Source: an optimization exercise on an open RTL-to-GDS flow (aim: small area and few clock cycles per item). Production flows keep margins and buffers that such runs may drop.
The RTL was checked by simulation tests, not by an equivalence proof against the original design.

--- flow/flow/run.sh ---
#!/bin/bash
# The standard layout (the standard.sh: ORFS synthesis through finish), with two
# changes: the buffers that placement puts on every input and output port are the
# platform's smallest plain buffer instead of the cell buffer_ports picks by itself, and
# clock tree synthesis adds no dummy loads to balance the tree.
set -euo pipefail
export BUFFER_PORTS_ARGS="-buffer_cell sky130_fd_sc_hd__buf_1"
export CTS_ARGS="-sink_clustering_enable -repair_clock_nets -buf_list sky130_fd_sc_hd__clkbuf_8 -dont_use_dummy_load"
bash standard.sh > standard.log 2>&1
--- flow/standard.sh ---
#!/bin/bash
# synth_recipe.tcl (not shown) runs the flow's synth.tcl, then flattens the netlist and writes it again
# the make line also repeats each setting of config.mk as NAME=value (left out here)
make -C /OpenROAD-flow-scripts/flow DESIGN_CONFIG=/design/flow/config.mk WORK_HOME=/design/flow/orfs CLKGATE_MAP_FILE= SYNTH_SCRIPT=/design/flow/synth_recipe.tcl "${@:-finish}"
--- flow/config.mk ---
export PLATFORM = sky130hd
export DESIGN_NAME = yuv420_crop_rotate_mirror_address
export DESIGN_NICKNAME = yuv420_crop_rotate_mirror_address
export VERILOG_FILES = /design/flow/design.v
export SDC_FILE = /design/flow/constraint.sdc
export NUM_CORES = 4
export LEC_CHECK = 0
export ABC_AREA = 1
export CAP_MARGIN = 20
export CORE_MARGIN = 2
export CORE_UTILIZATION = 40
export CTS_BUF_LIST = sky130_fd_sc_hd__clkbuf_8
export SLEW_MARGIN = 20
--- flow/constraint.sdc ---
create_clock -name core_clock -period 6.0 [get_ports {clk}]
set_input_delay 1.2000 -clock core_clock [delete_from_list [all_inputs] [get_ports {clk}]]
set_output_delay 1.2000 -clock core_clock [all_outputs]
set_load 0.01 [all_outputs]
--- flow/design.v ---
package yuvcrm_pkg;
  localparam int DIM_W    = 13;
  localparam int POS_W    = 12;
  localparam int SAMPLE_W = 8;
  localparam int ADDR_W   = 24;
  localparam int PLANE_W  = 2;
  localparam int CFG_DATA_W = 32;
  localparam int CFG_ADDR_W = 5;
  localparam logic [DIM_W-1:0] RST_INPUT_WIDTH  = DIM_W'(640);
  localparam logic [DIM_W-1:0] RST_INPUT_HEIGHT = DIM_W'(480);
  localparam logic [DIM_W-1:0] RST_CROP_WIDTH   = DIM_W'(480);
  localparam logic [DIM_W-1:0] RST_CROP_HEIGHT  = DIM_W'(480);
endpackage
module yuv420_crop_rotate_mirror_address (
  input  logic                                 clk,
  input  logic                                 rst_n,
  input  logic                                 cfg_psel,
  input  logic                                 cfg_penable,
  input  logic                                 cfg_pwrite,
  input  logic [yuvcrm_pkg::CFG_ADDR_W-1:0]    cfg_paddr,
  input  logic [yuvcrm_pkg::CFG_DATA_W-1:0]    cfg_pwdata,
  output logic [yuvcrm_pkg::CFG_DATA_W-1:0]    cfg_prdata,
  output logic                                 cfg_pready,
  input  logic                                 in_tvalid,
  output logic                                 in_tready,
  input  logic [31:0]                          in_tdata,   
  input  logic [yuvcrm_pkg::PLANE_W-1:0]       in_tuser,   
  output logic                                 out_tvalid,
  input  logic                                 out_tready,
  output logic [31:0]                          out_tdata,  
  output logic [yuvcrm_pkg::PLANE_W-1:0]       out_tuser   
);
  localparam int DIM_W    = yuvcrm_pkg::DIM_W;
  localparam int POS_W    = yuvcrm_pkg::POS_W;
  localparam int SAMPLE_W = yuvcrm_pkg::SAMPLE_W;
  localparam int ADDR_W   = yuvcrm_pkg::ADDR_W;
  logic [1:0]       mode_r;
  logic [DIM_W-1:0] in_w_r, in_h_r, crop_w_r, crop_h_r;
  logic             cfg_wr;
  assign cfg_pready = 1'b1;
  assign cfg_wr     = cfg_psel && cfg_penable && cfg_pwrite;
  logic [4:0]       wen;
  logic [1:0]       wd_m;
  logic [DIM_W-1:0] wd_w, wd_h, wd_cw, wd_ch;
  always_comb begin
    for (int k = 0; k < 5; k++) wen[k] = !rst_n || (cfg_wr && cfg_paddr[4:2] == 3'(k));
    wd_m  = rst_n ? cfg_pwdata[1:0] : 2'd0;
    wd_w  = rst_n ? cfg_pwdata[DIM_W-1:0] : yuvcrm_pkg::RST_INPUT_WIDTH;
    wd_h  = rst_n ? cfg_pwdata[DIM_W-1:0] : yuvcrm_pkg::RST_INPUT_HEIGHT;
    wd_cw = rst_n ? cfg_pwdata[DIM_W-1:0] : yuvcrm_pkg::RST_CROP_WIDTH;
    wd_ch = rst_n ? cfg_pwdata[DIM_W-1:0] : yuvcrm_pkg::RST_CROP_HEIGHT;
  end
  always_ff @(posedge clk) begin
    if (wen[0]) mode_r   <= wd_m;
    if (wen[1]) in_w_r   <= wd_w;
    if (wen[2]) in_h_r   <= wd_h;
    if (wen[3]) crop_w_r <= wd_cw;
    if (wen[4]) crop_h_r <= wd_ch;
  end
  always_comb begin
    case (cfg_paddr[4:2])
      3'd0:    cfg_prdata = 32'(mode_r);
      3'd1:    cfg_prdata = 32'(in_w_r);
      3'd2:    cfg_prdata = 32'(in_h_r);
      3'd3:    cfg_prdata = 32'(crop_w_r);
      3'd4:    cfg_prdata = 32'(crop_h_r);
      default: cfg_prdata = '0;
    endcase
  end
  function automatic logic [7:0] radd7(input logic [6:0] a, input logic [6:0] b, input logic ci);
    logic c;
    c = ci;
    for (int i = 0; i < 7; i++) begin
      radd7[i] = a[i] ^ b[i] ^ c;
      c        = (a[i] & b[i]) | (a[i] & c) | (b[i] & c);
    end
    radd7[7] = c;
  endfunction
  logic             mode_rot, mode_mir;
  logic [DIM_W-1:0] lim_y, lim_z;
  logic [7:0]       w_lo, h_lo, w_hi, h_hi;
  logic             w_c_r, h_c_r;
  logic             cfg_ok_r;
  logic [DIM_W-1:0] lo_r;
  assign mode_mir = (mode_r == 2'd2);
  assign mode_rot = (mode_r == 2'd1);
  assign lim_y    = mode_mir ? crop_w_r : crop_h_r;
  assign lim_z    = mode_mir ? crop_h_r : crop_w_r;
  assign w_lo = radd7(in_w_r[6:0], ~crop_w_r[6:0], 1'b1);
  assign h_lo = radd7(in_h_r[6:0], ~crop_h_r[6:0], 1'b1);
  assign w_hi = radd7({1'b0, in_w_r[DIM_W-1:7]}, {1'b1, ~crop_w_r[DIM_W-1:7]}, w_c_r);
  assign h_hi = radd7({1'b0, in_h_r[DIM_W-1:7]}, {1'b1, ~crop_h_r[DIM_W-1:7]}, h_c_r);
  always_ff @(posedge clk) begin
    w_c_r             <= w_lo[7];
    h_c_r             <= h_lo[7];
    lo_r[6:0]         <= mode_mir ? w_lo[6:0] : h_lo[6:0];
    lo_r[DIM_W-1:7]   <= mode_mir ? w_hi[5:0] : h_hi[5:0];
    cfg_ok_r <= (mode_r != 2'd3) && !w_hi[6] && !h_hi[6] &&
                !(in_w_r[12] && |in_w_r[11:0]) && !(in_h_r[12] && |in_h_r[11:0]);
  end
  logic [POS_W-1:0] in_row, in_col, u, v;
  logic             chroma;
  logic [DIM_W-1:0] lo, yp, lv;
  logic [DIM_W:0]   d_lo, d_hi, d_lv;
  logic             keep;
  logic [POS_W-1:0] mul_a, addend;
  assign in_row = in_tdata[11:0];
  assign in_col = in_tdata[23:12];
  assign chroma = |in_tuser;
  assign u      = mode_mir ? in_col : in_row;
  assign v      = mode_mir ? in_row : in_col;
  assign lo     = chroma ? {1'b0, lo_r[DIM_W-1:1]}  : lo_r;
  assign yp     = chroma ? {1'b0, lim_y[DIM_W-1:1]} : lim_y;
  assign lv     = chroma ? {1'b0, lim_z[DIM_W-1:1]} : lim_z;
  logic [DIM_W+1:0] s_lo, s_hi, s_lv;
  yuvcrm_padd #(.N(DIM_W+1), .KIND(1)) u_sub_lo (
    .a({2'b00, u}), .b(~{1'b0, lo}), .ci(1'b1), .s(s_lo));
  yuvcrm_padd #(.N(DIM_W+1), .KIND(0)) u_sub_hi (
    .a(d_lo), .b(~{1'b0, yp}), .ci(1'b1), .s(s_hi));
  yuvcrm_padd #(.N(DIM_W+1), .KIND(0)) u_sub_lv (
    .a({2'b00, v}), .b(~{1'b0, lv}), .ci(1'b1), .s(s_lv));
  assign d_lo = s_lo[DIM_W:0];
  assign d_hi = s_hi[DIM_W:0];
  assign d_lv = s_lv[DIM_W:0];
  assign keep   = cfg_ok_r && (in_tuser != 2'd3) && !d_lo[DIM_W] && d_hi[DIM_W] && d_lv[DIM_W];
  always_comb begin
    if (mode_mir) begin
      mul_a  = ~d_hi[POS_W-1:0];
      addend = ~d_lv[POS_W-1:0];
    end else if (mode_rot) begin
      mul_a  = v;
      addend = ~d_hi[POS_W-1:0];
    end else begin
      mul_a  = d_lo[POS_W-1:0];
      addend = v;
    end
  end
  logic                v_r;
  logic [1:0]          oplane_r;
  logic [SAMPLE_W-1:0] sample_r;
  logic [POS_W-1:0]    mul_a_r;
  logic [5:0]          sel1, sel2, sel3;
  always_comb begin
    for (int j = 0; j < 6; j++) begin
      sel1[j] = mul_a_r[2*j] & ~mul_a_r[2*j+1];
      sel2[j] = ~mul_a_r[2*j] & mul_a_r[2*j+1];
      sel3[j] = mul_a_r[2*j] & mul_a_r[2*j+1];
    end
  end
  logic [POS_W-1:0]    naddend_r;
  logic                go;
  logic go2, o_v_r;
  assign go2       = !o_v_r || out_tready;
  assign go        = !v_r || go2;
  assign in_tready = go;
  always_ff @(posedge clk) begin
    if (!rst_n) begin
      v_r <= 1'b0;
    end else if (go) begin
      v_r <= in_tvalid && keep;
    end
  end
  always_ff @(posedge clk) begin
    if (go) begin
      oplane_r <= {in_tuser[0], in_tuser[1]};   
      sample_r <= in_tdata[31:24];
      mul_a_r <= mul_a;
      naddend_r <= ~addend;
    end
  end
  logic [DIM_W-1:0] mb;
  logic [DIM_W:0]   mb3;
  logic [DIM_W-1:0] nxs;
  logic [ADDR_W:0]  sum;
  logic             chroma_r;
  logic [DIM_W:0] b1, b2;
  logic [7:0]     mb3_hi;
  logic           mb3_c;
  assign mb = (mode_r == 2'd0) ? crop_w_r : crop_h_r;
  assign b1 = {1'b0, mb};
  assign b2 = {mb, 1'b0};
  assign mb3_hi = radd7(b1[DIM_W:7], b2[DIM_W:7], mb3_c);
  always_ff @(posedge clk) begin
    {mb3_c, mb3[6:0]} <= radd7(b1[6:0], b2[6:0], 1'b0);
    mb3[DIM_W:7]      <= mb3_hi[6:0];
  end
  assign chroma_r = |oplane_r;
  assign nxs      = chroma_r ? {naddend_r, 1'b1} : {1'b1, naddend_r};
  logic pp0_0;
  assign pp0_0 = ~((sel1[0] & mb[0]) | (sel3[0] & mb3[0]));
  logic pp0_1;
  assign pp0_1 = ~((sel1[0] & mb[1]) | (sel2[0] & mb[0]) | (sel3[0] & mb3[1]));
  logic pp0_2;
  assign pp0_2 = ~((sel1[0] & mb[2]) | (sel2[0] & mb[1]) | (sel3[0] & mb3[2]));
  logic pp0_3;
  assign pp0_3 = ~((sel1[0] & mb[3]) | (sel2[0] & mb[2]) | (sel3[0] & mb3[3]));
  logic pp0_4;
  assign pp0_4 = ~((sel1[0] & mb[4]) | (sel2[0] & mb[3]) | (sel3[0] & mb3[4]));
  logic pp0_5;
  assign pp0_5 = ~((sel1[0] & mb[5]) | (sel2[0] & mb[4]) | (sel3[0] & mb3[5]));
  logic pp0_6;
  assign pp0_6 = ~((sel1[0] & mb[6]) | (sel2[0] & mb[5]) | (sel3[0] & mb3[6]));
  logic pp0_7;
  assign pp0_7 = ~((sel1[0] & mb[7]) | (sel2[0] & mb[6]) | (sel3[0] & mb3[7]));
  logic pp0_8;
  assign pp0_8 = ~((sel1[0] & mb[8]) | (sel2[0] & mb[7]) | (sel3[0] & mb3[8]));
  logic pp0_9;
  assign pp0_9 = ~((sel1[0] & mb[9]) | (sel2[0] & mb[8]) | (sel3[0] & mb3[9]));
  logic pp0_10;
  assign pp0_10 = ~((sel1[0] & mb[10]) | (sel2[0] & mb[9]) | (sel3[0] & mb3[10]));
  logic pp0_11;
  assign pp0_11 = ~((sel1[0] & mb[11]) | (sel2[0] & mb[10]) | (sel3[0] & mb3[11]));
  logic pp0_12;
  assign pp0_12 = ~((sel1[0] & mb[12]) | (sel2[0] & mb[11]) | (sel3[0] & mb3[12]));
  logic pp0_13;
  assign pp0_13 = ~((sel2[0] & mb[12]) | (sel3[0] & mb3[13]));
  logic pp1_0;
  assign pp1_0 = ~((sel1[1] & mb[0]) | (sel3[1] & mb3[0]));
  logic pp1_1;
  assign pp1_1 = ~((sel1[1] & mb[1]) | (sel2[1] & mb[0]) | (sel3[1] & mb3[1]));
  logic pp1_2;
  assign pp1_2 = ~((sel1[1] & mb[2]) | (sel2[1] & mb[1]) | (sel3[1] & mb3[2]));
  logic pp1_3;
  assign pp1_3 = ~((sel1[1] & mb[3]) | (sel2[1] & mb[2]) | (sel3[1] & mb3[3]));
  logic pp1_4;
  assign pp1_4 = ~((sel1[1] & mb[4]) | (sel2[1] & mb[3]) | (sel3[1] & mb3[4]));
  logic pp1_5;
  assign pp1_5 = ~((sel1[1] & mb[5]) | (sel2[1] & mb[4]) | (sel3[1] & mb3[5]));
  logic pp1_6;
  assign pp1_6 = ~((sel1[1] & mb[6]) | (sel2[1] & mb[5]) | (sel3[1] & mb3[6]));
  logic pp1_7;
  assign pp1_7 = ~((sel1[1] & mb[7]) | (sel2[1] & mb[6]) | (sel3[1] & mb3[7]));
  logic pp1_8;
  assign pp1_8 = ~((sel1[1] & mb[8]) | (sel2[1] & mb[7]) | (sel3[1] & mb3[8]));
  logic pp1_9;
  assign pp1_9 = ~((sel1[1] & mb[9]) | (sel2[1] & mb[8]) | (sel3[1] & mb3[9]));
  logic pp1_10;
  assign pp1_10 = ~((sel1[1] & mb[10]) | (sel2[1] & mb[9]) | (sel3[1] & mb3[10]));
  logic pp1_11;
  assign pp1_11 = ~((sel1[1] & mb[11]) | (sel2[1] & mb[10]) | (sel3[1] & mb3[11]));
  logic pp1_12;
  assign pp1_12 = ~((sel1[1] & mb[12]) | (sel2[1] & mb[11]) | (sel3[1] & mb3[12]));
  logic pp1_13;
  assign pp1_13 = ~((sel2[1] & mb[12]) | (sel3[1] & mb3[13]));
  logic pp2_0;
  assign pp2_0 = ~((sel1[2] & mb[0]) | (sel3[2] & mb3[0]));
  logic pp2_1;
  assign pp2_1 = ~((sel1[2] & mb[1]) | (sel2[2] & mb[0]) | (sel3[2] & mb3[1]));
  logic pp2_2;
  assign pp2_2 = ~((sel1[2] & mb[2]) | (sel2[2] & mb[1]) | (sel3[2] & mb3[2]));
  logic pp2_3;
  assign pp2_3 = ~((sel1[2] & mb[3]) | (sel2[2] & mb[2]) | (sel3[2] & mb3[3]));
  logic pp2_4;
  assign pp2_4 = ~((sel1[2] & mb[4]) | (sel2[2] & mb[3]) | (sel3[2] & mb3[4]));
  logic pp2_5;
  assign pp2_5 = ~((sel1[2] & mb[5]) | (sel2[2] & mb[4]) | (sel3[2] & mb3[5]));
  logic pp2_6;
  assign pp2_6 = ~((sel1[2] & mb[6]) | (sel2[2] & mb[5]) | (sel3[2] & mb3[6]));
  logic pp2_7;
  assign pp2_7 = ~((sel1[2] & mb[7]) | (sel2[2] & mb[6]) | (sel3[2] & mb3[7]));
  logic pp2_8;
  assign pp2_8 = ~((sel1[2] & mb[8]) | (sel2[2] & mb[7]) | (sel3[2] & mb3[8]));
  logic pp2_9;
  assign pp2_9 = ~((sel1[2] & mb[9]) | (sel2[2] & mb[8]) | (sel3[2] & mb3[9]));
  logic pp2_10;
  assign pp2_10 = ~((sel1[2] & mb[10]) | (sel2[2] & mb[9]) | (sel3[2] & mb3[10]));
  logic pp2_11;
  assign pp2_11 = ~((sel1[2] & mb[11]) | (sel2[2] & mb[10]) | (sel3[2] & mb3[11]));
  logic pp2_12;
  assign pp2_12 = ~((sel1[2] & mb[12]) | (sel2[2] & mb[11]) | (sel3[2] & mb3[12]));
  logic pp2_13;
  assign pp2_13 = ~((sel2[2] & mb[12]) | (sel3[2] & mb3[13]));
  logic pp3_0;
  assign pp3_0 = ~((sel1[3] & mb[0]) | (sel3[3] & mb3[0]));
  logic pp3_1;
  assign pp3_1 = ~((sel1[3] & mb[1]) | (sel2[3] & mb[0]) | (sel3[3] & mb3[1]));
  logic pp3_2;
  assign pp3_2 = ~((sel1[3] & mb[2]) | (sel2[3] & mb[1]) | (sel3[3] & mb3[2]));
  logic pp3_3;
  assign pp3_3 = ~((sel1[3] & mb[3]) | (sel2[3] & mb[2]) | (sel3[3] & mb3[3]));
  logic pp3_4;
  assign pp3_4 = ~((sel1[3] & mb[4]) | (sel2[3] & mb[3]) | (sel3[3] & mb3[4]));
  logic pp3_5;
  assign pp3_5 = ~((sel1[3] & mb[5]) | (sel2[3] & mb[4]) | (sel3[3] & mb3[5]));
  logic pp3_6;
  assign pp3_6 = ~((sel1[3] & mb[6]) | (sel2[3] & mb[5]) | (sel3[3] & mb3[6]));
  logic pp3_7;
  assign pp3_7 = ~((sel1[3] & mb[7]) | (sel2[3] & mb[6]) | (sel3[3] & mb3[7]));
  logic pp3_8;
  assign pp3_8 = ~((sel1[3] & mb[8]) | (sel2[3] & mb[7]) | (sel3[3] & mb3[8]));
  logic pp3_9;
  assign pp3_9 = ~((sel1[3] & mb[9]) | (sel2[3] & mb[8]) | (sel3[3] & mb3[9]));
  logic pp3_10;
  assign pp3_10 = ~((sel1[3] & mb[10]) | (sel2[3] & mb[9]) | (sel3[3] & mb3[10]));
  logic pp3_11;
  assign pp3_11 = ~((sel1[3] & mb[11]) | (sel2[3] & mb[10]) | (sel3[3] & mb3[11]));
  logic pp3_12;
  assign pp3_12 = ~((sel1[3] & mb[12]) | (sel2[3] & mb[11]) | (sel3[3] & mb3[12]));
  logic pp3_13;
  assign pp3_13 = ~((sel2[3] & mb[12]) | (sel3[3] & mb3[13]));
  logic pp4_0;
  assign pp4_0 = ~((sel1[4] & mb[0]) | (sel3[4] & mb3[0]));
  logic pp4_1;
  assign pp4_1 = ~((sel1[4] & mb[1]) | (sel2[4] & mb[0]) | (sel3[4] & mb3[1]));
  logic pp4_2;
  assign pp4_2 = ~((sel1[4] & mb[2]) | (sel2[4] & mb[1]) | (sel3[4] & mb3[2]));
  logic pp4_3;
  assign pp4_3 = ~((sel1[4] & mb[3]) | (sel2[4] & mb[2]) | (sel3[4] & mb3[3]));
  logic pp4_4;
  assign pp4_4 = ~((sel1[4] & mb[4]) | (sel2[4] & mb[3]) | (sel3[4] & mb3[4]));
  logic pp4_5;
  assign pp4_5 = ~((sel1[4] & mb[5]) | (sel2[4] & mb[4]) | (sel3[4] & mb3[5]));
  logic pp4_6;
  assign pp4_6 = ~((sel1[4] & mb[6]) | (sel2[4] & mb[5]) | (sel3[4] & mb3[6]));
  logic pp4_7;
  assign pp4_7 = ~((sel1[4] & mb[7]) | (sel2[4] & mb[6]) | (sel3[4] & mb3[7]));
  logic pp4_8;
  assign pp4_8 = ~((sel1[4] & mb[8]) | (sel2[4] & mb[7]) | (sel3[4] & mb3[8]));
  logic pp4_9;
  assign pp4_9 = ~((sel1[4] & mb[9]) | (sel2[4] & mb[8]) | (sel3[4] & mb3[9]));
  logic pp4_10;
  assign pp4_10 = ~((sel1[4] & mb[10]) | (sel2[4] & mb[9]) | (sel3[4] & mb3[10]));
  logic pp4_11;
  assign pp4_11 = ~((sel1[4] & mb[11]) | (sel2[4] & mb[10]) | (sel3[4] & mb3[11]));
  logic pp4_12;
  assign pp4_12 = ~((sel1[4] & mb[12]) | (sel2[4] & mb[11]) | (sel3[4] & mb3[12]));
  logic pp4_13;
  assign pp4_13 = ~((sel2[4] & mb[12]) | (sel3[4] & mb3[13]));
  logic pp5_0;
  assign pp5_0 = ~((sel1[5] & mb[0]) | (sel3[5] & mb3[0]));
  logic pp5_1;
  assign pp5_1 = ~((sel1[5] & mb[1]) | (sel2[5] & mb[0]) | (sel3[5] & mb3[1]));
  logic pp5_2;
  assign pp5_2 = ~((sel1[5] & mb[2]) | (sel2[5] & mb[1]) | (sel3[5] & mb3[2]));
  logic pp5_3;
  assign pp5_3 = ~((sel1[5] & mb[3]) | (sel2[5] & mb[2]) | (sel3[5] & mb3[3]));
  logic pp5_4;
  assign pp5_4 = ~((sel1[5] & mb[4]) | (sel2[5] & mb[3]) | (sel3[5] & mb3[4]));
  logic pp5_5;
  assign pp5_5 = ~((sel1[5] & mb[5]) | (sel2[5] & mb[4]) | (sel3[5] & mb3[5]));
  logic pp5_6;
  assign pp5_6 = ~((sel1[5] & mb[6]) | (sel2[5] & mb[5]) | (sel3[5] & mb3[6]));
  logic pp5_7;
  assign pp5_7 = ~((sel1[5] & mb[7]) | (sel2[5] & mb[6]) | (sel3[5] & mb3[7]));
  logic pp5_8;
  assign pp5_8 = ~((sel1[5] & mb[8]) | (sel2[5] & mb[7]) | (sel3[5] & mb3[8]));
  logic pp5_9;
  assign pp5_9 = ~((sel1[5] & mb[9]) | (sel2[5] & mb[8]) | (sel3[5] & mb3[9]));
  logic pp5_10;
  assign pp5_10 = ~((sel1[5] & mb[10]) | (sel2[5] & mb[9]) | (sel3[5] & mb3[10]));
  logic pp5_11;
  assign pp5_11 = ~((sel1[5] & mb[11]) | (sel2[5] & mb[10]) | (sel3[5] & mb3[11]));
  logic pp5_12;
  assign pp5_12 = ~((sel1[5] & mb[12]) | (sel2[5] & mb[11]) | (sel3[5] & mb3[12]));
  logic pp5_13;
  assign pp5_13 = ~((sel2[5] & mb[12]) | (sel3[5] & mb3[13]));
  logic fs0;
  logic fc0;
  assign fs0 = nxs[2] ^ pp0_2 ^ pp1_0;
  assign fc0 = (nxs[2] & pp0_2) | (nxs[2] & pp1_0) | (pp0_2 & pp1_0);
  logic fs1;
  logic fc1;
  assign fs1 = nxs[3] ^ pp0_3 ^ pp1_1;
  assign fc1 = (nxs[3] & pp0_3) | (nxs[3] & pp1_1) | (pp0_3 & pp1_1);
  logic fs2;
  logic fc2;
  assign fs2 = nxs[4] ^ pp0_4 ^ pp1_2;
  assign fc2 = (nxs[4] & pp0_4) | (nxs[4] & pp1_2) | (pp0_4 & pp1_2);
  logic fs3;
  logic fc3;
  assign fs3 = pp2_0 ^ fc1 ^ fs2;
  assign fc3 = (pp2_0 & fc1) | (pp2_0 & fs2) | (fc1 & fs2);
  logic fs4;
  logic fc4;
  assign fs4 = nxs[5] ^ pp0_5 ^ pp1_3;
  assign fc4 = (nxs[5] & pp0_5) | (nxs[5] & pp1_3) | (pp0_5 & pp1_3);
  logic fs5;
  logic fc5;
  assign fs5 = pp2_1 ^ fc2 ^ fs4;
  assign fc5 = (pp2_1 & fc2) | (pp2_1 & fs4) | (fc2 & fs4);
  logic fs6;
  logic fc6;
  assign fs6 = nxs[6] ^ pp0_6 ^ pp1_4;
  assign fc6 = (nxs[6] & pp0_6) | (nxs[6] & pp1_4) | (pp0_6 & pp1_4);
  logic fs7;
  logic fc7;
  assign fs7 = pp2_2 ^ pp3_0 ^ fc4;
  assign fc7 = (pp2_2 & pp3_0) | (pp2_2 & fc4) | (pp3_0 & fc4);
  logic fs8;
  logic fc8;
  assign fs8 = fs6 ^ fc5 ^ fs7;
  assign fc8 = (fs6 & fc5) | (fs6 & fs7) | (fc5 & fs7);
  logic fs9;
  logic fc9;
  assign fs9 = nxs[7] ^ pp0_7 ^ pp1_5;
  assign fc9 = (nxs[7] & pp0_7) | (nxs[7] & pp1_5) | (pp0_7 & pp1_5);
  logic fs10;
  logic fc10;
  assign fs10 = pp2_3 ^ pp3_1 ^ fc6;
  assign fc10 = (pp2_3 & pp3_1) | (pp2_3 & fc6) | (pp3_1 & fc6);
  logic fs11;
  logic fc11;
  assign fs11 = fs9 ^ fc7 ^ fs10;
  assign fc11 = (fs9 & fc7) | (fs9 & fs10) | (fc7 & fs10);
  logic fs12;
  logic fc12;
  assign fs12 = nxs[8] ^ pp0_8 ^ pp1_6;
  assign fc12 = (nxs[8] & pp0_8) | (nxs[8] & pp1_6) | (pp0_8 & pp1_6);
  logic fs13;
  logic fc13;
  assign fs13 = pp2_4 ^ pp3_2 ^ pp4_0;
  assign fc13 = (pp2_4 & pp3_2) | (pp2_4 & pp4_0) | (pp3_2 & pp4_0);
  logic fs14;
  logic fc14;
  assign fs14 = fc9 ^ fs12 ^ fs13;
  assign fc14 = (fc9 & fs12) | (fc9 & fs13) | (fs12 & fs13);
  logic fs15;
  logic fc15;
  assign fs15 = fc10 ^ fs14 ^ fc11;
  assign fc15 = (fc10 & fs14) | (fc10 & fc11) | (fs14 & fc11);
  logic fs16;
  logic fc16;
  assign fs16 = nxs[9] ^ pp0_9 ^ pp1_7;
  assign fc16 = (nxs[9] & pp0_9) | (nxs[9] & pp1_7) | (pp0_9 & pp1_7);
  logic fs17;
  logic fc17;
  assign fs17 = pp2_5 ^ pp3_3 ^ pp4_1;
  assign fc17 = (pp2_5 & pp3_3) | (pp2_5 & pp4_1) | (pp3_3 & pp4_1);
  logic fs18;
  logic fc18;
  assign fs18 = fc12 ^ fc13 ^ fs16;
  assign fc18 = (fc12 & fc13) | (fc12 & fs16) | (fc13 & fs16);
  logic fs19;
  logic fc19;
  assign fs19 = fs17 ^ fc14 ^ fs18;
  assign fc19 = (fs17 & fc14) | (fs17 & fs18) | (fc14 & fs18);
  logic fs20;
  logic fc20;
  assign fs20 = nxs[10] ^ pp0_10 ^ pp1_8;
  assign fc20 = (nxs[10] & pp0_10) | (nxs[10] & pp1_8) | (pp0_10 & pp1_8);
  logic fs21;
  logic fc21;
  assign fs21 = pp2_6 ^ pp3_4 ^ pp4_2;
  assign fc21 = (pp2_6 & pp3_4) | (pp2_6 & pp4_2) | (pp3_4 & pp4_2);
  logic fs22;
  logic fc22;
  assign fs22 = pp5_0 ^ fc16 ^ fc17;
  assign fc22 = (pp5_0 & fc16) | (pp5_0 & fc17) | (fc16 & fc17);
  logic fs23;
  logic fc23;
  assign fs23 = fs20 ^ fs21 ^ fc18;
  assign fc23 = (fs20 & fs21) | (fs20 & fc18) | (fs21 & fc18);
  logic fs24;
  logic fc24;
  assign fs24 = fs22 ^ fc19 ^ fs23;
  assign fc24 = (fs22 & fc19) | (fs22 & fs23) | (fc19 & fs23);
  logic fs25;
  logic fc25;
  assign fs25 = nxs[11] ^ pp0_11 ^ pp1_9;
  assign fc25 = (nxs[11] & pp0_11) | (nxs[11] & pp1_9) | (pp0_11 & pp1_9);
  logic fs26;
  logic fc26;
  assign fs26 = pp2_7 ^ pp3_5 ^ pp4_3;
  assign fc26 = (pp2_7 & pp3_5) | (pp2_7 & pp4_3) | (pp3_5 & pp4_3);
  logic fs27;
  logic fc27;
  assign fs27 = pp5_1 ^ fc20 ^ fc21;
  assign fc27 = (pp5_1 & fc20) | (pp5_1 & fc21) | (fc20 & fc21);
  logic fs28;
  logic fc28;
  assign fs28 = fs25 ^ fs26 ^ fc22;
  assign fc28 = (fs25 & fs26) | (fs25 & fc22) | (fs26 & fc22);
  logic fs29;
  logic fc29;
  assign fs29 = fs27 ^ fc23 ^ fs28;
  assign fc29 = (fs27 & fc23) | (fs27 & fs28) | (fc23 & fs28);
  logic fs30;
  logic fc30;
  assign fs30 = nxs[12] ^ pp0_12 ^ pp1_10;
  assign fc30 = (nxs[12] & pp0_12) | (nxs[12] & pp1_10) | (pp0_12 & pp1_10);
  logic fs31;
  logic fc31;
  assign fs31 = pp2_8 ^ pp3_6 ^ pp4_4;
  assign fc31 = (pp2_8 & pp3_6) | (pp2_8 & pp4_4) | (pp3_6 & pp4_4);
  logic fs32;
  logic fc32;
  assign fs32 = pp5_2 ^ fc25 ^ fc26;
  assign fc32 = (pp5_2 & fc25) | (pp5_2 & fc26) | (fc25 & fc26);
  logic fs33;
  logic fc33;
  assign fs33 = fs30 ^ fs31 ^ fc27;
  assign fc33 = (fs30 & fs31) | (fs30 & fc27) | (fs31 & fc27);
  logic fs34;
  logic fc34;
  assign fs34 = fs32 ^ fc28 ^ fs33;
  assign fc34 = (fs32 & fc28) | (fs32 & fs33) | (fc28 & fs33);
  logic fs35;
  logic fc35;
  assign fs35 = pp0_13 ^ pp1_11 ^ pp2_9;
  assign fc35 = (pp0_13 & pp1_11) | (pp0_13 & pp2_9) | (pp1_11 & pp2_9);
  logic fs36;
  logic fc36;
  assign fs36 = pp3_7 ^ pp4_5 ^ pp5_3;
  assign fc36 = (pp3_7 & pp4_5) | (pp3_7 & pp5_3) | (pp4_5 & pp5_3);
  logic fs37;
  logic fc37;
  assign fs37 = fc30 ^ fc31 ^ fs35;
  assign fc37 = (fc30 & fc31) | (fc30 & fs35) | (fc31 & fs35);
  logic fs38;
  logic fc38;
  assign fs38 = fs36 ^ fc32 ^ fs37;
  assign fc38 = (fs36 & fc32) | (fs36 & fs37) | (fc32 & fs37);
  logic fs39;
  logic fc39;
  assign fs39 = fc33 ^ fs38 ^ fc34;
  assign fc39 = (fc33 & fs38) | (fc33 & fc34) | (fs38 & fc34);
  logic fs40;
  logic fc40;
  assign fs40 = pp1_12 ^ pp2_10 ^ pp3_8;
  assign fc40 = (pp1_12 & pp2_10) | (pp1_12 & pp3_8) | (pp2_10 & pp3_8);
  logic fs41;
  logic fc41;
  assign fs41 = pp4_6 ^ pp5_4 ^ fc35;
  assign fc41 = (pp4_6 & pp5_4) | (pp4_6 & fc35) | (pp5_4 & fc35);
  logic fs42;
  logic fc42;
  assign fs42 = fc36 ^ fs40 ^ fc37;
  assign fc42 = (fc36 & fs40) | (fc36 & fc37) | (fs40 & fc37);
  logic fs43;
  logic fc43;
  assign fs43 = fs41 ^ fc38 ^ fs42;
  assign fc43 = (fs41 & fc38) | (fs41 & fs42) | (fc38 & fs42);
  logic fs44;
  logic fc44;
  assign fs44 = pp1_13 ^ pp2_11 ^ pp3_9;
  assign fc44 = (pp1_13 & pp2_11) | (pp1_13 & pp3_9) | (pp2_11 & pp3_9);
  logic fs45;
  logic fc45;
  assign fs45 = pp4_7 ^ pp5_5 ^ fc40;
  assign fc45 = (pp4_7 & pp5_5) | (pp4_7 & fc40) | (pp5_5 & fc40);
  logic fs46;
  logic fc46;
  assign fs46 = fs44 ^ fc41 ^ fs45;
  assign fc46 = (fs44 & fc41) | (fs44 & fs45) | (fc41 & fs45);
  logic fs47;
  logic fc47;
  assign fs47 = fc42 ^ fs46 ^ fc43;
  assign fc47 = (fc42 & fs46) | (fc42 & fc43) | (fs46 & fc43);
  logic fs48;
  logic fc48;
  assign fs48 = pp2_12 ^ pp3_10 ^ pp4_8;
  assign fc48 = (pp2_12 & pp3_10) | (pp2_12 & pp4_8) | (pp3_10 & pp4_8);
  logic fs49;
  logic fc49;
  assign fs49 = pp5_6 ^ fc44 ^ fs48;
  assign fc49 = (pp5_6 & fc44) | (pp5_6 & fs48) | (fc44 & fs48);
  logic fs50;
  logic fc50;
  assign fs50 = fc45 ^ fs49 ^ fc46;
  assign fc50 = (fc45 & fs49) | (fc45 & fc46) | (fs49 & fc46);
  logic fs51;
  logic fc51;
  assign fs51 = pp2_13 ^ pp3_11 ^ pp4_9;
  assign fc51 = (pp2_13 & pp3_11) | (pp2_13 & pp4_9) | (pp3_11 & pp4_9);
  logic fs52;
  logic fc52;
  assign fs52 = pp5_7 ^ fc48 ^ fs51;
  assign fc52 = (pp5_7 & fc48) | (pp5_7 & fs51) | (fc48 & fs51);
  logic fs53;
  logic fc53;
  assign fs53 = fc49 ^ fs52 ^ fc50;
  assign fc53 = (fc49 & fs52) | (fc49 & fc50) | (fs52 & fc50);
  logic fs54;
  logic fc54;
  assign fs54 = pp3_12 ^ pp4_10 ^ pp5_8;
  assign fc54 = (pp3_12 & pp4_10) | (pp3_12 & pp5_8) | (pp4_10 & pp5_8);
  logic fs55;
  logic fc55;
  assign fs55 = fc51 ^ fs54 ^ fc52;
  assign fc55 = (fc51 & fs54) | (fc51 & fc52) | (fs54 & fc52);
  logic fs56;
  logic fc56;
  assign fs56 = pp3_13 ^ pp4_11 ^ pp5_9;
  assign fc56 = (pp3_13 & pp4_11) | (pp3_13 & pp5_9) | (pp4_11 & pp5_9);
  logic fs57;
  logic fc57;
  assign fs57 = fc54 ^ fs56 ^ fc55;
  assign fc57 = (fc54 & fs56) | (fc54 & fc55) | (fs56 & fc55);
  logic fs58;
  logic fc58;
  assign fs58 = pp4_12 ^ pp5_10 ^ fc56;
  assign fc58 = (pp4_12 & pp5_10) | (pp4_12 & fc56) | (pp5_10 & fc56);
  logic fs59;
  logic fc59;
  assign fs59 = pp4_13 ^ pp5_11 ^ fc58;
  assign fc59 = (pp4_13 & pp5_11) | (pp4_13 & fc58) | (pp5_11 & fc58);
  logic [24:0] ra, rb;
  assign ra = {1'b1, pp5_13, pp5_12, fs59, fs58, fs57, fs55, fs53, fs50, fs47, fs43, fs39, fc29, fc24, fs24, fs19, fs15, fc8, fs8, fc3, fs3, fc0, fs0, nxs[1], nxs[0]};
  assign rb = {1'b1, 1'b1, fc59, 1'b1, fc57, 1'b1, fc53, 1'b1, fc47, 1'b1, fc39, 1'b1, fs34, fs29, 1'b1, fc15, 1'b1, fs11, 1'b1, fs5, 1'b1, fs1, 1'b1, pp0_1, pp0_0};
  logic [24:0] cp, cg;
  assign cp = ra ^ rb;
  assign cg = ra & rb;
  logic cg0c;
  assign cg0c = cg[0] | cp[0];
  logic pg0;
  assign pg0 = cg[1] | (cp[1] & cg0c);
  logic pp0x;
  assign pp0x = cp[1] & cp[0];
  logic pg1;
  assign pg1 = cg[3] | (cp[3] & cg[2]);
  logic pp1x;
  assign pp1x = cp[3] & cp[2];
  logic pg2;
  assign pg2 = cg[5] | (cp[5] & cg[4]);
  logic pp2x;
  assign pp2x = cp[5] & cp[4];
  logic pg3;
  assign pg3 = cg[7] | (cp[7] & cg[6]);
  logic pp3x;
  assign pp3x = cp[7] & cp[6];
  logic pg4;
  assign pg4 = cg[9] | (cp[9] & cg[8]);
  logic pp4x;
  assign pp4x = cp[9] & cp[8];
  logic pg5;
  assign pg5 = cg[11] | (cp[11] & cg[10]);
  logic pp5x;
  assign pp5x = cp[11] & cp[10];
  logic pg6;
  assign pg6 = cg[13] | (cp[13] & cg[12]);
  logic pp6x;
  assign pp6x = cp[13] & cp[12];
  logic pg7;
  assign pg7 = cg[15] | (cp[15] & cg[14]);
  logic pp7x;
  assign pp7x = cp[15] & cp[14];
  logic pg8;
  assign pg8 = cg[17] | (cp[17] & cg[16]);
  logic pp8x;
  assign pp8x = cp[17] & cp[16];
  logic pg9;
  assign pg9 = cg[19] | (cp[19] & cg[18]);
  logic pp9x;
  assign pp9x = cp[19] & cp[18];
  logic pg10;
  assign pg10 = cg[21] | (cp[21] & cg[20]);
  logic pp10x;
  assign pp10x = cp[21] & cp[20];
  logic pg11;
  assign pg11 = cg[23] | (cp[23] & cg[22]);
  logic pp11x;
  assign pp11x = cp[23] & cp[22];
  logic pg12;
  assign pg12 = pg1 | (pp1x & pg0);
  logic pp12x;
  assign pp12x = pp1x & pp0x;
  logic pg13;
  assign pg13 = pg3 | (pp3x & pg2);
  logic pp13x;
  assign pp13x = pp3x & pp2x;
  logic pg14;
  assign pg14 = pg5 | (pp5x & pg4);
  logic pp14x;
  assign pp14x = pp5x & pp4x;
  logic pg15;
  assign pg15 = pg7 | (pp7x & pg6);
  logic pp15x;
  assign pp15x = pp7x & pp6x;
  logic pg16;
  assign pg16 = pg9 | (pp9x & pg8);
  logic pp16x;
  assign pp16x = pp9x & pp8x;
  logic pg17;
  assign pg17 = pg11 | (pp11x & pg10);
  logic pp17x;
  assign pp17x = pp11x & pp10x;
  logic pg18;
  assign pg18 = pg13 | (pp13x & pg12);
  logic pp18x;
  assign pp18x = pp13x & pp12x;
  logic pg19;
  assign pg19 = pg15 | (pp15x & pg14);
  logic pp19x;
  assign pp19x = pp15x & pp14x;
  logic pg20;
  assign pg20 = pg17 | (pp17x & pg16);
  logic pp20x;
  assign pp20x = pp17x & pp16x;
  logic pg21;
  assign pg21 = pg19 | (pp19x & pg18);
  logic pp21x;
  assign pp21x = pp19x & pp18x;
  logic pg22;
  assign pg22 = pg20 | (pp20x & pg21);
  logic pp22x;
  assign pp22x = pp20x & pp21x;
  logic pg23;
  assign pg23 = pg14 | (pp14x & pg18);
  logic pp23x;
  assign pp23x = pp14x & pp18x;
  logic pg24;
  assign pg24 = pg16 | (pp16x & pg21);
  logic pp24x;
  assign pp24x = pp16x & pp21x;
  logic pg25;
  assign pg25 = pg2 | (pp2x & pg12);
  logic pp25x;
  assign pp25x = pp2x & pp12x;
  logic pg26;
  assign pg26 = pg4 | (pp4x & pg18);
  logic pp26x;
  assign pp26x = pp4x & pp18x;
  logic pg27;
  assign pg27 = pg6 | (pp6x & pg23);
  logic pp27x;
  assign pp27x = pp6x & pp23x;
  logic pg28;
  assign pg28 = pg8 | (pp8x & pg21);
  logic pp28x;
  assign pp28x = pp8x & pp21x;
  logic pg29;
  assign pg29 = pg10 | (pp10x & pg24);
  logic pp29x;
  assign pp29x = pp10x & pp24x;
  logic pg30;
  assign pg30 = cg[2] | (cp[2] & pg0);
  logic pp30x;
  assign pp30x = cp[2] & pp0x;
  logic pg31;
  assign pg31 = cg[4] | (cp[4] & pg12);
  logic pp31x;
  assign pp31x = cp[4] & pp12x;
  logic pg32;
  assign pg32 = cg[6] | (cp[6] & pg25);
  logic pp32x;
  assign pp32x = cp[6] & pp25x;
  logic pg33;
  assign pg33 = cg[8] | (cp[8] & pg18);
  logic pp33x;
  assign pp33x = cp[8] & pp18x;
  logic pg34;
  assign pg34 = cg[10] | (cp[10] & pg26);
  logic pp34x;
  assign pp34x = cp[10] & pp26x;
  logic pg35;
  assign pg35 = cg[12] | (cp[12] & pg23);
  logic pp35x;
  assign pp35x = cp[12] & pp23x;
  logic pg36;
  assign pg36 = cg[14] | (cp[14] & pg27);
  logic pp36x;
  assign pp36x = cp[14] & pp27x;
  logic pg37;
  assign pg37 = cg[16] | (cp[16] & pg21);
  logic pp37x;
  assign pp37x = cp[16] & pp21x;
  logic pg38;
  assign pg38 = cg[18] | (cp[18] & pg28);
  logic pp38x;
  assign pp38x = cp[18] & pp28x;
  logic pg39;
  assign pg39 = cg[20] | (cp[20] & pg24);
  logic pp39x;
  assign pp39x = cp[20] & pp24x;
  logic pg40;
  assign pg40 = cg[22] | (cp[22] & pg29);
  logic pp40x;
  assign pp40x = cp[22] & pp29x;
  logic pg41;
  assign pg41 = cg[24] | (cp[24] & pg22);
  logic pp41x;
  assign pp41x = cp[24] & pp22x;
  assign sum = {~(cp[24] ^ pg22), ~(cp[23] ^ pg40), ~(cp[22] ^ pg29), ~(cp[21] ^ pg39), ~(cp[20] ^ pg24), ~(cp[19] ^ pg38), ~(cp[18] ^ pg28), ~(cp[17] ^ pg37), ~(cp[16] ^ pg21), ~(cp[15] ^ pg36), ~(cp[14] ^ pg27), ~(cp[13] ^ pg35), ~(cp[12] ^ pg23), ~(cp[11] ^ pg34), ~(cp[10] ^ pg26), ~(cp[9] ^ pg33), ~(cp[8] ^ pg18), ~(cp[7] ^ pg32), ~(cp[6] ^ pg25), ~(cp[5] ^ pg31), ~(cp[4] ^ pg12), ~(cp[3] ^ pg30), ~(cp[2] ^ pg0), ~(cp[1] ^ cg0c), cp[0]};
  logic [1:0]          o_oplane_r;
  logic [SAMPLE_W-1:0] o_sample_r;
  logic [ADDR_W:0]     o_sum_r;
  always_ff @(posedge clk) begin
    if (!rst_n) begin
      o_v_r <= 1'b0;
    end else if (go2) begin
      o_v_r <= v_r;
    end
  end
  always_ff @(posedge clk) begin
    if (go2) begin
      o_oplane_r <= oplane_r;
      o_sample_r <= sample_r;
      o_sum_r    <= sum;
    end
  end
  assign out_tvalid = o_v_r;
  assign out_tuser  = o_oplane_r;
  assign out_tdata  = {o_sample_r, |o_oplane_r ? o_sum_r[ADDR_W:1] : o_sum_r[ADDR_W-1:0]};
endmodule
module yuvcrm_padd #(parameter int N = 14, parameter int KIND = 1) (
  input  logic [N-1:0] a,
  input  logic [N-1:0] b,
  input  logic         ci,
  output logic [N:0]   s
);
  localparam int L = (N <= 2) ? 1 : (N <= 4) ? 2 : (N <= 8) ? 3 : (N <= 16) ? 4 : 5;
  logic [N-1:0] g [0:2*L+1];
  logic [N-1:0] p [0:2*L+1];
  logic [N-1:0] pb, gb;
  assign pb = a ^ b;
  assign gb = a & b;
  always_comb begin
    g[0] = gb;
    p[0] = pb;
    g[0][0] = gb[0] | (pb[0] & ci);
    for (int l = 0; l < 2*L+1; l++) begin
      g[l+1] = g[l];
      p[l+1] = p[l];
    end
    if (KIND == 0) begin
      for (int l = 0; l < L; l++) begin
        g[l+1] = g[l];
        p[l+1] = p[l];
        for (int i = 0; i < N; i++)
          if ((i >> l) & 1) begin
            g[l+1][i] = g[l][i] | (p[l][i] & g[l][((i >> l) << l) - 1]);
            p[l+1][i] = p[l][i] & p[l][((i >> l) << l) - 1];
          end
      end
      for (int l = L; l < 2*L+1; l++) begin
        g[l+1] = g[l];
        p[l+1] = p[l];
      end
    end else if (KIND == 1) begin
      for (int l = 0; l < L; l++) begin
        g[l+1] = g[l];
        p[l+1] = p[l];
        for (int i = (2 << l) - 1; i < N; i += (2 << l)) begin
          g[l+1][i] = g[l][i] | (p[l][i] & g[l][i - (1 << l)]);
          p[l+1][i] = p[l][i] & p[l][i - (1 << l)];
        end
      end
      for (int l = L - 1; l >= 0; l--) begin
        g[2*L-l] = g[2*L-l-1];
        p[2*L-l] = p[2*L-l-1];
        for (int i = (3 << l) - 1; i < N; i += (2 << l)) begin
          g[2*L-l][i] = g[2*L-l-1][i] | (p[2*L-l-1][i] & g[2*L-l-1][i - (1 << l)]);
          p[2*L-l][i] = p[2*L-l-1][i] & p[2*L-l-1][i - (1 << l)];
        end
      end
      g[2*L+1] = g[2*L];
      p[2*L+1] = p[2*L];
    end else begin
      for (int i = 1; i < N; i++) begin
        g[1][i] = g[1][i] | (p[1][i] & g[1][i-1]);
      end
      for (int l = 1; l < 2*L+1; l++) begin
        g[l+1] = g[l];
        p[l+1] = p[l];
      end
    end
  end
  always_comb begin
    s[0] = pb[0] ^ ci;
    for (int i = 1; i < N; i++) s[i] = pb[i] ^ g[2*L+1][i-1];
    s[N] = g[2*L+1][N-1];
  end
endmodule
==> results_dict.tcl, run 1 <==
set metrics [dict create \
    status "finished clean" \
    worstMarginPinSlew_ns 0.871 \
    via_count 10500 \
    worst_setup_path_end_kind "flip-flop" \
    skew_ns 0.0376 \
    cts_max_level 4 \
    dpl_cell_area_sq_um 13900 \
    initial_core_util_pct 40.3 \
    hold_class "reg -> reg" \
    dieArea_sq_um 34000 \
    ys_ff_latch 156 \
    slowest_delay_ns 0.52 \
    antenna_found_initial 0 \
    dieWidth_microns 184 \
    arrival_ns 5.79 \
    cts_root_buffer "clkbuf_8" \
    ys_seq_area_share_pct 33.5 \
    grt_overflow_total 0 \
    totalWireLength_microns 35700 \
    holdPathEnd "o_sample_r[4]" \
    cpMostUsedCell "nand2_1" \
    fin_nets 1833 \
    cts_sinks 156 \
    crit_cells 24 \
    setup_ws_ns 0.430 \
    dp_hpwl_microns 28700 \
    holdBufCountCts 0 \
    instances_no_fill 2025 \
    fin_util_pct 43.9 \
    ant_nets 0 \
    timing.fmax_mhz 180 \
    syn_avg_cell_area_sq_um 8.81 \
    final_design_area_no_fill_sq_um 14200 \
    clock_path_buffers 2 \
    remaining_drc_errors 0 \
    setup_viol 0 \
    io_pins 147 \
    hold_viol 0 \
    maxCapViolations 0 \
    r2r-start "mode_r[0]" \
    startpoint_type "flip-flop" \
    crit_chain "nor2_4 > buf_12 > nand2_1 > o21ai_4 > inv_2 > nand2_1 > o221ai_1 > fa_1 > fa_1 > fa_1 > fa_1 > fa_1 > inv_1 > or2_2 > nand2_1 > nand2_1 > a21oi_1 > nand2_1 > nand2_1 > nand2_1 > nand2_1 > nand2_1 > fa_1 > xnor2_1" \
    rrSetupSlack_ns 0.43 \
    relSlewSlack_pct 41.9 \
    die_y_microns 184 \
    yosysWarnings 7 \
    first_global_vias 10400 \
    core-area_sq_um 32300 \
    critPathTopFamily "adder cells" \
    hold_start "sample_r[4]" \
    r2r_cells 24 \
    finalSetupTns_ns 0 \
    crit_buf_inv 3 \
    io_buffers 105 \
    areaGrowthSynthToFinish_pct 8.86 \
    yosysUniqueCellTypes 48 \
    slowest_stage "fa_1" \
    dr.first_iter.drc_count 715 \
    avgViaCountPerCell 5.20 \
    row_count 66 \
    grt_max_degree 89 \
    place_inst 2008 \
    grt_pass1_wl_microns 56100 \
    crit_start "mode_r[0]" \
    tritoncts "built" \
    post-route-period-util_pct 92.8 \
    antenna_cells 0 \
    wl_per_cell_microns 17.6 \
    clk_latency_ns 0.48 \
    reg2reg_to "o_sum_r[23]" \
    dp_slack_ns 0.167 \
    drive_gt1_share_pct 5.69 \
    rsz0062_at_grt "false" \
    synthCells 1478 \
    hold_slack_ns 0.411 \
    cp.required_ns 6.22 \
    drv_slew 0 \
    critPathKind "reg -> reg" \
    critPathMaxFanout 16 \
    clk_pin_slew_ns 0.09 \
    period_minus_slack_ns 5.57 \
    synthesis.area_sq_um 13000 \
    grt_usage_pct 21.7 \
    hold_depth 0 \
    place_congestion 0.890 \
    drtPass1Iterations 5 \
    cts_buffers 17 \
]
## flip-flops by register name (all words and copies together), names as in the netlist, 2 cells and up
register    flops
crop_h_r       13
crop_w_r       13
in_h_r         13
in_w_r         13
lo_r           13
mb3            14
mode_r          2
mul_a_r        12
naddend_r      12
o_oplane_r      2
o_sample_r      8
o_sum_r        25
oplane_r        2
sample_r        8
## area by class of cell
class	count	area [sq um]
Timing Repair Buffer	144	699
Inverter	276	1040
Multi-Input combinational cell	990	7290
Sequential cell	156	4350
Tap cell	442	553
Clock buffer	17	234
Fill cell	3180	18100
## cell usage in the layout (no fill, tap or decap), types with 33 or more instances in the layout
master | synthesis | final
dfxtp_1 | 33 | 33
inv_1 | 270 | 270
o22ai_1 | 65 | 65
a21oi_1 | 81 | 81
nand2_1 | 278 | 278
o21ai_0 | 93 | 90
edfxtp_1 | 123 | 123
nor2_1 | 73 | 72
buf_1 | 1 | 105
o221ai_1 | 36 | 36
fa_1 | 113 | 113
buf_4 | 28 | 38
ha_1 | 57 | 57
## synth_stat cells (all sizes together)
cell type	number	area, sq um
nand2	284	1080
inv	276	1040
edfxtp	123	3690
o21ai	114	597
fa	113	2260
a21oi	81	405
nor2	77	299
o22ai	66	419
ha	57	713
buf	51	330
o221ai	36	315
dfxtp	33	661
clkbuf	23	87.6
mux2i	22	220
nand3	22	110
xor2	22	193
a221o	11	110
or2	9	56.3
o211ai	7	52.6
nor4	6	37.5
xnor2	6	52.6
a31oi	5	31.3
nand4	5	31.3
nor3	5	25.0
o21bai	5	37.5
a221oi	4	35.0
a22oi	3	22.5
mux2	3	33.8
a21o	2	15.0
conb	2	7.51
nor3b	2	20.0
a211o	1	8.76
a21boi	1	7.51
nand3b	1	7.51
## cell families after synthesis
kind of cell             count (synthesis)  synth area share, %
AO/OA/AOI/OAI                          336                 15.8
flip-flops                             156                 33.5
buffers and inverters                  350                 11.2
other                                    2               0.0577
XOR/XNOR                                28                 1.88
multiplexers                            25                 1.95
adder cells (fa/ha/maj)                170                 22.9
AND/OR/NAND/NOR                        411                 12.8
## worst max-delay path by stage
stage | end | slack (ns)
final | o_sum_r[23] | 0.43
after global routing | o_sum_r[23] | 0.02
after CTS | o_sum_r[23] | 0.30
after detailed placement | naddend_r[9] | 0.17
after global placement | naddend_r[9] | 0.32
after floorplan | naddend_r[9] | 0.82
## per-layer routing
layer	vias up	track usage (%)	routed length, microns
met1	5014	28.9	16200
met2	383	36.2	16600
met5	-	0	0
li1	5081	-	-
met4	0	6.21	743
met3	61	4.15	2090
## what timing repair did
| action | CTS | global route |
|---|---|---|
| endpoints found under the setup margin | 0 | 2 |
| setup buffers | 0 | 0 |
| resized for setup | 0 | 1 |
Testbench counts, summed over its fixed seeds: cycles 58,814, items 58,788.
==> run 2: changes to the inputs <==
==> flow/flow/run.sh (replaced) <==
#!/bin/bash
# The standard layout (the standard.sh: ORFS synthesis through finish), with three
# changes: synthesis skips the quick ABC pass inside Yosys's synth command (registers are
# untouched by it; the full-adder extraction then sees the adders as written), the
# buffers that placement puts on every input and output port are the platform's smallest
# plain buffer instead of the cell buffer_ports picks by itself, and clock tree synthesis
# adds no dummy loads to balance the tree.
set -euo pipefail
export SYNTH_ARGS="-noabc"
export BUFFER_PORTS_ARGS="-buffer_cell sky130_fd_sc_hd__buf_1"
export CTS_ARGS="-sink_clustering_enable -repair_clock_nets -buf_list sky130_fd_sc_hd__clkbuf_8 -dont_use_dummy_load"
bash standard.sh > standard.log 2>&1
==> results_dict.tcl, run 2 <==
set metrics [dict create \
    crit_start "mode_r[1]" \
    finalSetupTns_ns 0 \
    crit_cells 20 \
    final_cell_mix "306 x nand2_1, 274 x inv_1, 123 x edfxtp_1" \
    r2r-start "mode_r[1]" \
    totalWireLength_microns 34800 \
    period_minus_slack_ns 5.55 \
    synthesis.area_sq_um 13100 \
    critPathTopFamily "adder cells" \
    crit_buf_inv 4 \
    drv_slew 0 \
    maxCapViolations 0 \
    slowest_delay_ns 0.52 \
    ys_ff_latch 156 \
    die_y_microns 185 \
    dp_hpwl_microns 28200 \
    status "finished clean" \
    cts_root_buffer "clkbuf_8" \
    rsz0062_at_grt "false" \
    tritoncts "built" \
    crit_end "o_sum_r[22]" \
    synthArstFlopShare_pct 0 \
    clk_pin_slew_ns 0.09 \
    r2r_cells 20 \
    reg.largest.list "o_sum_r: 25 flops, mb3: 14 flops" \
    rrSetupSlack_ns 0.45 \
    syn_avg_cell_area_sq_um 9.01 \
    avgViaCountPerCell 5.09 \
    areaGrowthSynthToFinish_pct 9.74 \
    use_met1_pct 26.9 \
    row_count 66 \
    synth.most_common_cell "nand2_1" \
    layout_commonest_cell "nand2_1" \
    antenna_found_initial 0 \
    worst_setup_path_end_kind "flip-flop" \
    arrival_ns 5.78 \
    grt_usage_pct 21.6 \
    grt_max_degree 67 \
    antenna_cells 0 \
    synthFlopType "edfxtp_1" \
    setup_viol 0 \
    synthTopCellsByCount "308 x nand2_1, 274 x inv_1, 123 x edfxtp_1, 116 x fa_1, 82 x o21ai_0" \
    drive_gt1_share_pct 7.46 \
    synth_top_area_share_pct 28.3 \
    cts_buffers 17 \
    cts_max_level 4 \
    yosys.area.top_type "edfxtp_1" \
    core-area_sq_um 32400 \
    remaining_drc_errors 0 \
    place_congestion 0.950 \
    first_global_vias 10400 \
    wl_per_cell_microns 17.3 \
    crit_chain "nor2_2 > buf_12 > nand2_1 > nand2_2 > inv_2 > nand2_1 > o221ai_1 > fa_1 > fa_1 > inv_1 > fa_1 > fa_1 > fa_1 > ha_1 > inv_1 > nor2_1 > nor3_1 > nand2_1 > a21oi_1 > fa_1" \
    clock_path_buffers 2 \
    worstMarginPinSlew_ns 0.885 \
    dieArea_sq_um 34100 \
    grtUsageMet3_pct 4.35 \
    initial_core_util_pct 40.3 \
    dr.first_iter.drc_count 773 \
    grt_use_met2_pct 37.3 \
    clk_latency_ns 0.50 \
    hold_class "reg -> reg" \
    final_design_area_no_fill_sq_um 14300 \
    skew_ns 0.0303 \
    cts_sinks 156 \
    post-route-period-util_pct 92.5 \
    top_usage_layer "met2" \
    io_pins 147 \
    largest-register "o_sum_r" \
    slowest_stage "fa_1" \
    cpMostUsedCell "fa_1" \
    grt_pass1_wl_microns 56100 \
    via_count 10200 \
    grt_overflow_total 0 \
    io_buffers 105 \
    holdBufCountCts 0 \
    dieWidth_microns 185 \
    cp.required_ns 6.23 \
    ys_seq_area_share_pct 33.4 \
    ys_top_cells_by_area "edfxtp_1 28%, fa_1 18%, nand2_1 8.9%, inv_1 7.9%, ha_1 5.5%" \
    hold_viol 0 \
    largest_reg_flops 25 \
    timing.fmax_mhz 180 \
    startpoint_type "flip-flop" \
    ant_nets 0 \
    critPathMaxFanout 14 \
    yosysWarnings 7 \
    yosysUniqueCellTypes 42 \
    relSlewSlack_pct 40.8 \
    reg2reg_to "o_sum_r[22]" \
    synth_edf_count 123 \
    critPathKind "reg -> reg" \
    fin_nets 1822 \
    synthCells 1449 \
    drtPass1Iterations 6 \
    dpl_cell_area_sq_um 14100 \
]
-- run 2: cell types whose count changed in the layout (fill, tap and decap cells not counted), sizes merged, moves of 4 or more --
| cell | change |
|---|---|
| o21bai | -4 |
| xnor2 | +6 |
| xor2 | -9 |
| o221ai | +40 |
| o22ai | -34 |
| nand2 | +32 |
| a21oi | -51 |
| mux2 | +19 |
| o211ai | -5 |
| inv | +6 |
| clkinv | +4 |
| buf | +8 |
| nor2 | -28 |
-- run 2: layer usage --
metal  vias up  wire [microns]
met3        49            1850
met4         0             875
met1      4848           15200
met2       314           16900
li1       5025               -
met5         -               0
-- run 2: kinds of logic (layout without fill, tap and decap cells) --
logic type	count (synthesis)	in the layout	synth area share, %
buffers and inverters	353	455	11.1
AOI/OAI and AO/OA	283	283	14.2
DFF	156	156	33.4
other	2	20	0.0575
muxes	45	45	3.66
and+or+nand+nor	412	412	12.8
adders and majority gates	173	173	23.3
xor gates and xnor gates	25	25	1.68
-- run 2: through the flow --
step	hold slack, ns	cells	setup slack (ns)	util (%)
final	0.388	2011	0.451	44.2
after floorplan	0.400	1467	0.787	-
after global routing	0.404	2011	0.0407	44.2
after CTS	0.386	2011	0.291	44.2
after global placement	0.401	1994	0.368	43.5
after detailed placement	0.406	1994	0.315	43.5
-- run 2: cell type report --
class / instances / area [sq um]
Fill cell: 3255 / 18000
Inverter: 286 / 1080
Timing Repair Buffer: 152 / 759
Clock buffer: 17 / 234
Sequential cell: 156 / 4350
Tap cell: 442 / 553
Multi-Input combinational cell: 958 / 7340
-- run 2: worst min path at each step --
stage	startpoint	end	cells after the start
6_report	sample_r[6]	o_sample_r[6]	0
5_1_grt	sample_r[6]	o_sample_r[6]	0
4_1_cts	sample_r[6]	o_sample_r[6]	0
3_5_place_dp	sample_r[0]	o_sample_r[0]	0
3_3_place_gp	sample_r[3]	o_sample_r[3]	0
2_1_floorplan	sample_r[0]	o_sample_r[0]	0
-- run 2: repair_timing --
item / 4_1_cts / 5_1_grt
endpoints found under the setup margin: 0 / 2
setup buffers: 0 / 0
resized for setup: 0 / 4

[port drivers added, routing unchanged]
How much do the figures lean on ideal ports? The routed layouts below were timed once more, with nothing changed but the port constraints. Step 1, drivers: a clkbuf_16 drives clk and a buf_2 each remaining input, both assumed. Step 2, shift: input delay + t, output delay - t, t = (earliest + latest rising clock arrival at the registers) / 2. This alone moves slack from input paths to output paths. Slacks: no drivers / after step 1 / after step 2; pairs: no drivers / after step 1.
run	shift t [ns]	setup WS [ns]	worst setup path at the end	worst register clock-pin slew, ns
run 1	0.508	0.430 / 0.430 / 0.072	input to register	0.09 / 0.09
run 2	0.532	0.451 / 0.451 / 0.451	register to register	0.09 / 0.09
After both steps setup and hold are still met in every run listed. The setup slack of run 1, which loses most, moves by 0.000 ns with the drivers and by -0.358 ns with both steps.
